Context: an optimization exercise on an open-source flow, tuned for small area and a short achievable clock period. The choices shown serve that exercise and are no tape-out recipe.
The RTL was checked by simulation tests, not by an equivalence proof against the original design.
No activity file was given, so power comes from the tool's default toggle rates.

rev 12:
## cpuPipeline
module cpuPipeline #(
	parameter int dataWidth = 16
) (
	input logic clk,
	input logic rst,
	input logic instrValid,
	input cpuPkg::instr_t instr,
	output logic wbValid,
	output cpuPkg::regAddr_t wbAddr,
	output logic [dataWidth-1:0] wbData
);
Settings: LEC_CHECK=0, CAP_MARGIN=20, CORE_MARGIN=2, CORE_UTILIZATION=40, SETUP_SLACK_MARGIN=4.2, SLEW_MARGIN=20; clock period 7.5 ns.
standard.sh (not shown) runs the stock make flow with config.mk's settings and CLKGATE_MAP_FILE= SYNTH_SCRIPT=/design/flow/synth_recipe.tcl, a recipe that flattens the netlist after the stock synthesis.
==> flow/flow/run.sh <==
#!/bin/bash
# The standard layout, with the port buffers made of buf_4 cells
# rather than the delay cells buffer_ports picks by itself
set -euo pipefail
export BUFFER_PORTS_ARGS="-buffer_cell sky130_fd_sc_hd__buf_4"
bash standard.sh > standard.log 2>&1
> inputs changed (rev 12 -> rev 13)
Settings: a change of SETUP_SLACK_MARGIN from 4.2 to 3.8.
==> flow/run.sh (new file) <==
#!/bin/bash
# synth_recipe.tcl (not shown) runs the flow's synth.tcl, then flattens the netlist and writes it again
# the make line also repeats each setting of config.mk as NAME=value (left out here)
make -C /OpenROAD-flow-scripts/flow DESIGN_CONFIG=/design/flow/config.mk WORK_HOME=/design/flow/orfs CLKGATE_MAP_FILE= SYNTH_SCRIPT=/design/flow/synth_recipe.tcl finish
removed: flow/flow/run.sh
removed: flow/standard.sh
==> comparison <==
- Going from rev 12 to rev 13, the achievable frequency was found to have gone down by 4.7%.
- Rev 13 vs. rev 12: non-clock buffer share of cell area has decreased; non-filler instance count after layout has decreased; power has decreased.
- Relative to rev 12, the clock-buffer cell count of rev 13 is lower by 3.6%.

* * *

cpuPipeline again, from the RTL that the note above started with.
// cpuPipeline
module cpuPipeline #(
	parameter int dataWidth = 16
) (
	input logic clk,
	input logic rst,
	input logic instrValid,
	input cpuPkg::instr_t instr,
	output logic wbValid,
	output cpuPkg::regAddr_t wbAddr,
	output logic [dataWidth-1:0] wbData
);
clock: 7.5 ns
lec_check: 0
cap_margin: 20
core_margin: 2
core_utilization: 40
setup_slack_margin: 3.8
slew_margin: 20
==> flow/flow/run.sh <==
#!/bin/bash
# The standard layout, with the port buffers made of buf_4 cells
# rather than the delay cells buffer_ports picks by itself
set -euo pipefail
export BUFFER_PORTS_ARGS="-buffer_cell sky130_fd_sc_hd__buf_4"
bash standard.sh > standard.log 2>&1
Change:
--- a/flow/config.mk
+++ b/flow/config.mk
@@ -11 +11 @@
-export SETUP_SLACK_MARGIN = 3.8
+export SETUP_SLACK_MARGIN = 3.4
Final area fell by 3.6%.
Sequential share of layout area rose by 1.3 points.
Worst setup slack degrades by 0.35 ns.
Clock power stays flat.
Power is about the same.
Core utilization fell by 1.7 points.
Global-route usage fell by 0.22 points.
Clock-buffer cell count does not change.

* * *

Setup of the baseline:
Another version of the RTL of cpuPipeline (not shown whole).
Size: roughly 2400 cells after synthesis, roughly 420 flip-flops, about 42 I/O pins, roughly 0.026 mm^2 of cells after synthesis.
==> flow/config.mk <==
export PLATFORM = sky130hd
export DESIGN_NAME = cpuPipeline
export DESIGN_NICKNAME = cpuPipeline
export VERILOG_FILES = /design/flow/design.v
export SDC_FILE = /design/flow/constraint.sdc
export NUM_CORES = 4
export LEC_CHECK = 0
export CAP_MARGIN = 20
export CORE_MARGIN = 2
export CORE_UTILIZATION = 40
export SETUP_SLACK_MARGIN = 3.8
export SLEW_MARGIN = 20
==> flow/constraint.sdc <==
create_clock -name core_clock -period 7.5 [get_ports {clk}]
set_input_delay 1.5000 -clock core_clock [delete_from_list [all_inputs] [get_ports {clk}]]
set_output_delay 1.5000 -clock core_clock [all_outputs]
set_load 0.01 [all_outputs]
==> flow/flow/run.sh <==
#!/bin/bash
# The standard layout (standard.sh, standard synthesis included) with two
# changes: the port buffers are buf_4 cells rather than the delay cells
# buffer_ports picks by itself, and clock tree synthesis adds no dummy loads and
# clusters up to 20 registers per leaf buffer.
set -euo pipefail
export BUFFER_PORTS_ARGS="-buffer_cell sky130_fd_sc_hd__buf_4"
export CTS_ARGS="-sink_clustering_enable -repair_clock_nets -dont_use_dummy_load -sink_clustering_size 20 -sink_clustering_max_diameter 100"
bash standard.sh > standard.log 2>&1
The inputs of the candidate differ from those of the baseline as listed below.
==> flow/run.sh (new file) <==
#!/bin/bash
# synth_recipe.tcl (not shown) runs the flow's synth.tcl, then flattens the netlist and writes it again
# the make line also repeats each setting of config.mk as NAME=value (left out here)
make -C /OpenROAD-flow-scripts/flow DESIGN_CONFIG=/design/flow/config.mk WORK_HOME=/design/flow/orfs CLKGATE_MAP_FILE= SYNTH_SCRIPT=/design/flow/synth_recipe.tcl finish
removed: flow/flow/run.sh
removed: flow/standard.sh
### Flow results
- On post-route standard cell area excluding fillers, the higher figure sits with the candidate, not the baseline.
- The worst hold slack reported for the candidate is greater than that of the baseline by 0.0039 ns.
- Taking the baseline as the reference point, the total clock network power of the candidate rises by 68%.
- The candidate vs the baseline, final design utilization went up by 1.8 points.

* * *

Setup of job 9709:
cpuPipeline, a different RTL version from the one above (not shown whole).
Size: ~2300 cells after synthesis, roughly 410 flip-flops, about 42 I/O pins, ~0.026 mm^2 of cells after synthesis.
==> flow/design.v (excerpt) <==
module cpuPipeline #(
	parameter int dataWidth = 16
) (
	input logic clk,
	input logic rst,
	input logic instrValid,
	input cpuPkg::instr_t instr,
	output logic wbValid,
	output cpuPkg::regAddr_t wbAddr,
	output logic [dataWidth-1:0] wbData
);
	logic [dataWidth-1:0] exRd1, exRd2;
	logic [dataWidth-1:0] exResult;
	cpuPkg::regAddr_t exWriteAddr;
	logic exWriteEn;
	logic exMult;
	logic [cpuPkg::selCount-1:0] exSel;
	logic exSub;
	decodeStage #(.dataWidth(dataWidth)) decodeStage_i (
		.clk(clk), .rst(rst), .instrValid(instrValid), .instr(instr),
		.wbValid(wbValid), .wbAddr(wbAddr), .wbData(wbData),
		.exRd1(exRd1), .exRd2(exRd2), .exResult(exResult),
		.exWriteAddr(exWriteAddr), .exWriteEn(exWriteEn),
		.exMult(exMult), .exSel(exSel), .exSub(exSub)
	);
	executeStage #(.dataWidth(dataWidth)) executeStage_i (
		.clk(clk), .rst(rst),
		.exRd1(exRd1), .exRd2(exRd2),
		.exWriteAddr(exWriteAddr), .exWriteEn(exWriteEn),
		.exMult(exMult), .exSel(exSel), .exSub(exSub),
		.wbValid(wbValid), .wbAddr(wbAddr), .wbData(wbData),
		.exResult(exResult)
	);
endmodule
==> flow/config.mk <==
export PLATFORM = sky130hd
export DESIGN_NAME = cpuPipeline
export DESIGN_NICKNAME = cpuPipeline
export VERILOG_FILES = /design/flow/design.v
export SDC_FILE = /design/flow/constraint.sdc
export NUM_CORES = 4
export LEC_CHECK = 0
export CAP_MARGIN = 20
export CORE_MARGIN = 2
export CORE_UTILIZATION = 40
export SETUP_SLACK_MARGIN = 4.45
export SLEW_MARGIN = 20
==> flow/constraint.sdc <==
create_clock -name core_clock -period 7.5 [get_ports {clk}]
set_input_delay 1.5000 -clock core_clock [delete_from_list [all_inputs] [get_ports {clk}]]
set_output_delay 1.5000 -clock core_clock [all_outputs]
set_load 0.01 [all_outputs]
==> flow/flow/run.sh <==
#!/bin/bash
# The standard layout (standard.sh, standard synthesis included) with two
# changes: the port buffers are buf_4 cells rather than the delay cells
# buffer_ports picks by itself, and clock tree synthesis adds no dummy loads and
# clusters up to 20 registers per leaf buffer.
set -euo pipefail
export BUFFER_PORTS_ARGS="-buffer_cell sky130_fd_sc_hd__buf_4"
export CTS_ARGS="-sink_clustering_enable -repair_clock_nets -dont_use_dummy_load -sink_clustering_size 20 -sink_clustering_max_diameter 100"
bash standard.sh > standard.log 2>&1
Looking at the reports, job 9709 completed the entire flow and the layout it produced met the timing, DRC and antenna checks.
[inputs] job 6683 vs job 9709
- SETUP_SLACK_MARGIN: 4.45 -> 4.1
Findings:
- Summary of job 6683 over job 9709: wire length of the first global-routing pass went down 1900 um, area growth from synthesis to layout has decreased.
- Between job 9709 and job 6683, the overall via count from detail_route is lower for job 6683.
- Diff job 9709 and job 6683: wire length higher in job 9709
- Proportion of power drawn by combinational gates: job 6683 vs job 9709 down 1.3 points
- Iteration count of the initial detailed-routing pass was lower in job 6683 than in job 9709.
- On relative contribution of sequential cells to total power: between job 9709 and job 6683, it ends up higher for job 6683.

* * *

== build 98 ==
cpuPipeline again, from the RTL that the note above started with.
export LEC_CHECK = 0
export CAP_MARGIN = 20
export CORE_MARGIN = 2
export CORE_UTILIZATION = 40
export SETUP_SLACK_MARGIN = 3.95
export SLEW_MARGIN = 20
create_clock -name core_clock -period 7.5 [get_ports {clk}]
Scripts as last shown in full above: flow/flow/run.sh
For build 20, these inputs were changed with respect to build 98:
Settings: SETUP_SLACK_MARGIN: 3.95 -> 4.7.
--- outcome ---
Between build 20 and build 98, the total area of multi-input combinational cells is higher for build 20. Build 20 vs build 98 on detailed-route vias per instance: build 20 is the higher one. Changes observed in build 20 relative to build 98: slew of the pin with the lowest slew margin now sits lower, design area now sits higher, buffers inserted during post-CTS setup optimization now sits higher.
### build 20 -> build 46
Settings: swapping 4.7 for 4.25 in SETUP_SLACK_MARGIN.
Results
Build 46 completed end to end with timing, DRC and antenna clean.
Build 46 can be clocked faster than build 20.
Power was lower in build 46 than in build 20.
Met2 capacity usage during global routing: build 46 vs build 20, no meaningful difference
As far as total area of sequential cells is concerned, build 20 and build 46 perform about the same.

* * *

== v56 ==
cpuPipeline, a different RTL version from the one above (not shown whole).
Size: ~2,300 cells after synthesis, about 420 flip-flops, about 42 I/O pins, about 0.026 mm² of cells after synthesis.
Settings: LEC_CHECK=0, CAP_MARGIN=20, CORE_MARGIN=2, CORE_UTILIZATION=40, SETUP_SLACK_MARGIN=3.8, SLEW_MARGIN=20; clock period 7.5 ns.
Scripts as last shown in full above: flow/flow/run.sh
## Diff of input files: v58 against v56
==> flow/run.sh (new file) <==
#!/bin/bash
# synth_recipe.tcl (not shown) runs the flow's synth.tcl, then flattens the netlist and writes it again
# the make line also repeats each setting of config.mk as NAME=value (left out here)
make -C /OpenROAD-flow-scripts/flow DESIGN_CONFIG=/design/flow/config.mk WORK_HOME=/design/flow/orfs CLKGATE_MAP_FILE= SYNTH_SCRIPT=/design/flow/synth_recipe.tcl finish
removed: flow/flow/run.sh
removed: flow/standard.sh
--- outcome ---
- v58: full flow OK, the timing, DRC and antenna checks passed
- Est. power | v58 vs v56 | v58 higher
- Non-clock buffer count (v58 over v56): decrease, 6.0%
- Re number of synthesized flops with an enable pin: no difference whatsoever between v58 and v56.
- Multi-input gate area in the final layout for v58: about 0.9% up relative to v56
- Against v56, v58 reports a final standard cell area without fillers that is higher.
- Summary of v58 over v56: delay of the slowest cell on the worst path held steady; number of hold buffers added after CTS about even.
Changes in v42 relative to v58:
- swapping 3.8 for 4.1 in SETUP_SLACK_MARGIN
==> flow/flow/run.sh (new file) <==
#!/bin/bash
# The standard layout (standard.sh, standard synthesis included) with two
# changes: the port buffers are buf_4 cells rather than the delay cells
# buffer_ports picks by itself, and clock tree synthesis adds no dummy loads and
# clusters up to 20 registers per leaf buffer.
set -euo pipefail
export BUFFER_PORTS_ARGS="-buffer_cell sky130_fd_sc_hd__buf_4"
export CTS_ARGS="-sink_clustering_enable -repair_clock_nets -dont_use_dummy_load -sink_clustering_size 20 -sink_clustering_max_diameter 100"
bash standard.sh > standard.log 2>&1
==> flow/standard.sh (new file) <==
#!/bin/bash
# synth_recipe.tcl (not shown) runs the flow's synth.tcl, then flattens the netlist and writes it again
# the make line also repeats each setting of config.mk as NAME=value (left out here)
make -C /OpenROAD-flow-scripts/flow DESIGN_CONFIG=/design/flow/config.mk WORK_HOME=/design/flow/orfs CLKGATE_MAP_FILE= SYNTH_SCRIPT=/design/flow/synth_recipe.tcl "${@:-finish}"
removed: flow/run.sh
==> comparison <==
- On critical path's largest stage delay, v42 and v58 are neck and neck.
- [v42 vs v58] fraction of layout cells with a size suffix above 1: higher in v42
- As far as relative area change from synthesis to final layout is concerned, v42 and v58 perform about the same.
- Clock-buffer cell count (v42 vs. v58) decreases by more than half
- v42 ends up with higher final worst slack than v58 does.
- Per the comparison of v42 with v58, number of violations reported at the end of detailed-routing iteration 0 shrank by about 9%; final area held steady; share of total power in the clock network shrank by 13 points.
Setup changes, v42 to v45
- changing SETUP_SLACK_MARGIN from 4.1 to 3.8
==> flow/flow/run.sh <==
#!/bin/bash
# The standard layout (standard.sh, standard synthesis included) with two
# changes: the port buffers are buf_4 cells rather than the delay cells
# buffer_ports picks by itself, and clock tree synthesis adds no dummy loads.
set -euo pipefail
export BUFFER_PORTS_ARGS="-buffer_cell sky130_fd_sc_hd__buf_4"
export CTS_ARGS="-sink_clustering_enable -repair_clock_nets -dont_use_dummy_load"
bash standard.sh > standard.log 2>&1
## What came out
v45 finished all stages; the layout is clean. v45 against v42: area overhead of the layout relative to synthesis fell by 2.0 points; synthesized cell count stayed essentially flat; global-route wire length before repair rose by about 2.7%; number of clock buffers inserted by TritonCTS rose by 20. Wire length on met2, v42 and v45: smaller value in v42. Diff v42 -> v45 | global-route met1 utilization | increase of 1.7 points.

-- static timing again, ports no longer ideal --
Ports are ideal in the flow. The routed layouts listed here were re-timed in OpenROAD.
Step 1, drivers: a clkbuf_16 drives clk and a buf_2 each remaining input, both assumed.
Step 2 times the ports against the registers' clock, not the clock port: input delays grow and output delays shrink by t, the midpoint of the rising clock arrivals with the driver on.
Three values: ideal, step 1, step 2; two values: the first two.
| run | t (ns) | slack for setup (ns) | slew at the worst register clock pin (ns) | worst slew at a driven data input, ns | cell pins on the clock port's net |
|---|---|---|---|---|---|
| rev 12 | 0.667 | 3.962 / 3.962 / 3.383 | 0.07 / 0.07 | 0.04 | 1 |
| rev 13 | 0.669 | 3.786 / 3.819 / 3.150 | 0.07 / 0.07 | 0.05 | 1 |
| the first run of note 2 | 0.665 | 3.804 / 3.804 / 3.351 | 0.07 / 0.07 | 0.04 | 1 |
| the second run of note 2 | 0.666 | 3.457 / 3.457 / 3.332 | 0.07 / 0.07 | 0.04 | 1 |
| the baseline | 0.647 | 3.838 / 3.838 / 3.268 | 0.09 / 0.09 | 0.06 | 1 |
| the candidate | 0.661 | 3.832 / 3.832 / 3.242 | 0.07 / 0.07 | 0.05 | 1 |
| job 9709 | 0.643 | 4.070 / 4.070 / 3.505 | 0.09 / 0.09 | 0.04 | 1 |
| job 6683 | 0.635 | 3.974 / 3.974 / 3.519 | 0.09 / 0.09 | 0.04 | 1 |
| build 98 | 0.639 | 3.877 / 3.877 / 3.442 | 0.10 / 0.10 | 0.04 | 1 |
| build 20 | 0.639 | 4.034 / 4.034 / 3.580 | 0.09 / 0.09 | 0.04 | 1 |
| build 46 | 0.637 | 4.071 / 4.071 / 3.516 | 0.10 / 0.10 | 0.06 | 1 |
| v56 | 0.637 | 3.805 / 3.805 / 3.260 | 0.10 / 0.10 | 0.04 | 1 |
| v58 | 0.665 | 3.838 / 3.838 / 3.243 | 0.07 / 0.07 | 0.05 | 1 |
| v42 | 0.649 | 3.891 / 3.891 / 3.405 | 0.09 / 0.09 | 0.04 | 1 |
| v45 | 0.631 | 3.771 / 3.771 / 3.250 | 0.06 / 0.06 | 0.04 | 1 |
After both steps setup and hold are still met in every run listed. For rev 13, which loses most, drivers alone change the setup slack by +0.033 ns; drivers and shift together by -0.636 ns.
